Context: an optimization exercise on an open-source flow, tuned for small area and a short achievable clock period. The choices shown serve that exercise and are no tape-out recipe. Function was checked by simulation only, so behaviour that the tests miss may differ from the original. Power and IR drop assume default switching activity.

## dmem_responder
module dmem_responder #(
  parameter int WAIT_CYCLES = 1,
  parameter int DEPTH       = dmem_pkg::DMEM_DEPTH
) (
  input  logic        clk,
  input  logic        rst_n,
  input  logic        req,
  input  logic        we,
  input  logic [7:0]  addr,
  input  logic [31:0] wdata,
  input  logic [3:0]  be,
  output logic [31:0] rdata,
  output logic        ack,
  output logic        err
);
  localparam int AW = $clog2(DEPTH);
  logic        idle_r, busy_r, resp_r, mis_r;
  logic        ack_r, err_r;
  logic        accept_s, mis_in_s, go_s, rgo_s;
  logic [3:0]  be_s;
  logic [7:0]       wa_r;
  logic [31:0]      cap_wdata_r;
  logic [31:0]      wbl_r;
  logic [7:0]       ahi_s, alo_s;
  logic             rd_r;
  logic [7:0]       ra_r, rb_r;
  logic [31:0]      rnext_s;
  logic [31:0]      rdata_r;
  logic             rstf_r;
  assign accept_s = idle_r & req;
  assign mis_in_s = |addr[1:0];
  assign go_s     = accept_s & ~mis_in_s;
  assign rgo_s    = go_s & ~we;
  always_comb begin
  ...
Settings: LEC_CHECK=0, CAP_MARGIN=20, CORE_MARGIN=2, CORE_UTILIZATION=85, CTS_CLUSTER_DIAMETER=70, CTS_CLUSTER_SIZE=24, SETUP_SLACK_MARGIN=2.9, SLEW_MARGIN=20, SYNTH_HIERARCHICAL=1; clock period 5.0 ns.
run.sh (not shown) runs the stock make flow with config.mk's settings and CLKGATE_MAP_FILE= SYNTH_SCRIPT=/design/flow/synth_recipe.tcl, a recipe that flattens the netlist after the stock synthesis.
Next try:
Settings changed: CORE_UTILIZATION 85 to 80, PLACE_DENSITY from default to 0.9.
Outcome:
- global-route usage came out lower by 3.1 points
- via count goes down by 1.5%
- register-to-register slack stays flat
- cell count goes up by 0.33%
- first-iteration DRC count goes down by 19%
- power goes down by 0.53%
- flip-flop and latch count does not change
- clock skew is about the same
Next try:
Settings changed: PLACE_DENSITY 0.9 to default.
What happened:
- wire length went down by 0.84%
- global-route usage decreases by 0.25 points
- core utilization is higher by 0.39 points
- worst setup slack improved by 0.013 ns
- cell area rises by 0.48%
- non-clock buffer count does not change
- cell count barely changes
- via count goes down by 0.83%
- flip-flop and latch count does not change
- total power climbs by 1.2%
- sequential share of layout area came out lower by 0.25 points

========
== juniper ==
dmem_responder, a different RTL version from the one above (not shown whole).
Size: about 2,200 flip-flops, ~82 I/O pins, about 82,000 um^2 of cells after synthesis.
==> flow/design.v (excerpt) <==
module dmem_responder #(
  parameter int WAIT_CYCLES = 1,
  parameter int DEPTH       = dmem_pkg::DMEM_DEPTH
) (
  input  logic        clk,
  input  logic        rst_n,
  input  logic        req,
  input  logic        we,
  input  logic [7:0]  addr,
  input  logic [31:0] wdata,
  input  logic [3:0]  be,
  output logic [31:0] rdata,
  output logic        ack,
  output logic        err
);
  localparam int AW = $clog2(DEPTH);
  logic        idle_r, busy_r, resp_r, mis_r;
  logic        ack_r, err_r;
  logic        accept_s, mis_in_s, go_s, rgo_s;
  logic [3:0]  be_s;
  logic [7:0]       wa_r;
  logic [31:0]      cap_wdata_r;
  logic [31:0]      wbl_r;
  logic [7:0]       ahi_s, alo_s;
  logic             rd_r;
  logic [7:0]       ra_r, rb_r;
  logic [31:0]      rnext_s;
  logic [31:0]      rdata_r;
  assign accept_s = idle_r & req;
  assign mis_in_s = |addr[1:0];
  assign go_s     = accept_s & ~mis_in_s;
  assign rgo_s    = go_s & ~we;
  always_comb begin
    for (int i = 0; i < 8; i++) begin
      ahi_s[i] = (addr[7:5] == 3'(i));
      alo_s[i] = (addr[4:2] == 3'(i));
    end
  end
  assign be_s     = be;
  always_ff @(posedge clk or negedge rst_n) begin
    if (!rst_n) begin
      idle_r  <= 1'b1;
      busy_r  <= 1'b0;
      resp_r  <= 1'b0;
      mis_r   <= 1'b0;
      ack_r   <= 1'b0;
      err_r   <= 1'b0;
      wbl_r   <= '0;
      rd_r    <= 1'b0;
      ra_r    <= '0;
    end else begin
      idle_r  <= (idle_r & ~req) | resp_r | mis_r;
      busy_r  <= go_s;
      mis_r   <= accept_s & mis_in_s;
      resp_r  <= busy_r;
      ack_r   <= resp_r | mis_r;
      err_r   <= mis_r;
      for (int l = 0; l < 4; l++) begin
        wbl_r[8*l +: 8] <= {8{go_s & we & be_s[l]}} & alo_s;
      end
      rd_r    <= rgo_s;
      ra_r    <= {8{rgo_s}} & ahi_s;
    end
  end
  always_ff @(posedge clk) begin
    wa_r        <= ahi_s;
    rb_r        <= alo_s;
  ...
Settings: LEC_CHECK=0, CAP_MARGIN=20, CORE_MARGIN=2, CORE_UTILIZATION=75, CTS_CLUSTER_DIAMETER=70, CTS_CLUSTER_SIZE=28, SETUP_SLACK_MARGIN=2.9, SLEW_MARGIN=20, SYNTH_HIERARCHICAL=1; clock period 5.0 ns.
juniper finished all stages; the layout is clean.
--- input diff juniper..harbor ---
- CTS_CLUSTER_SIZE changed from 28 to 24
==> flow/flow/run.sh (new file) <==
#!/bin/bash
# The standard layout, with clock tree synthesis clustering the register
# sinks in two levels. Synthesis is the standard synthesis, unchanged.
set -euo pipefail
bash standard.sh synth > synth.log 2>&1
bash standard.sh 'CTS_ARGS=-sink_clustering_enable -repair_clock_nets -sink_clustering_size 24 -sink_clustering_max_diameter 70 -sink_clustering_levels 2' \
  finish > layout.log 2>&1
==> flow/standard.sh (new file) <==
#!/bin/bash
# synth_recipe.tcl (not shown) runs the flow's synth.tcl, then flattens the netlist and writes it again
# the make line also repeats each setting of config.mk as NAME=value (left out here)
make -C /OpenROAD-flow-scripts/flow DESIGN_CONFIG=/design/flow/config.mk WORK_HOME=/design/flow/orfs CLKGATE_MAP_FILE= SYNTH_SCRIPT=/design/flow/synth_recipe.tcl "${@:-finish}"
removed: flow/run.sh
Findings:
Compared with juniper, harbor shows sum of met2 wire segment lengths after detailed routing that has gone up slightly.
Summary of the comparison: worst IR drop on VDD is higher in harbor, relative to juniper.
The run with more routed wire is juniper, not harbor.
Count of port buffers added during placement: harbor vs juniper, no meaningful difference
Inputs modified between harbor and xenon:
==> flow/run.sh (new file) <==
#!/bin/bash
# synth_recipe.tcl (not shown) runs the flow's synth.tcl, then flattens the netlist and writes it again
# the make line also repeats each setting of config.mk as NAME=value (left out here)
make -C /OpenROAD-flow-scripts/flow DESIGN_CONFIG=/design/flow/config.mk WORK_HOME=/design/flow/orfs CLKGATE_MAP_FILE= SYNTH_SCRIPT=/design/flow/synth_recipe.tcl finish
removed: flow/flow/run.sh
removed: flow/standard.sh
Notes after the runs:
Between xenon and harbor, the difference in sequential-to-total area share from yosys stat is negligible. As far as area enclosed by the die boundary goes, xenon and harbor are indistinguishable; the numbers are identical. Going from harbor to xenon, number of cells on the critical path ~0 delta, final setup violation count saw little to no change, initial antenna violation count was more or less identical. xenon against harbor: post-route clock skew comparable; share of final-layout standard cells stronger than drive strength 1 neither gained nor lost much; proportion of power drawn by flip-flops and latches essentially unchanged; effective utilization at floorplan roughly the same. As far as maximum level of the CTS H-tree goes, xenon and harbor are indistinguishable; the numbers are identical. Global-route usage over all layers: harbor vs xenon identical.

-- re-timing with driven ports --
How much do the figures lean on ideal ports? The routed layouts below were timed once more, with nothing changed but the port constraints. Step 1, drivers: a clkbuf_16 drives clk and a buf_2 each remaining input, both assumed. Step 2 also shifts input and output timing later by t, the mid clock arrival at the registers, as if the neighbouring blocks saw the same clock. Slacks: no drivers / after step 1 / after step 2; pairs: no drivers / after step 1.
| run | shift t [ns] | setup WS [ns] | worst register clock-pin slew, ns | cell pins on the clock port's net |
|---|---|---|---|---|
| the first run of note 1 | 0.804 | 2.713 / 2.636 / 2.229 | 0.10 / 0.10 | 1 |
| the second run of note 1 | 0.825 | 2.716 / 2.636 / 2.297 | 0.10 / 0.10 | 1 |
| the third run of note 1 | 0.806 | 2.728 / 2.652 / 2.305 | 0.10 / 0.10 | 1 |
| juniper | 0.830 | 2.678 / 2.596 / 2.259 | 0.11 / 0.11 | 1 |
| harbor | 0.812 | 2.715 / 2.635 / 2.217 | 0.10 / 0.10 | 1 |
| xenon | 0.812 | 2.715 / 2.635 / 2.217 | 0.10 / 0.10 | 1 |
After both steps every run listed still meets setup and hold.
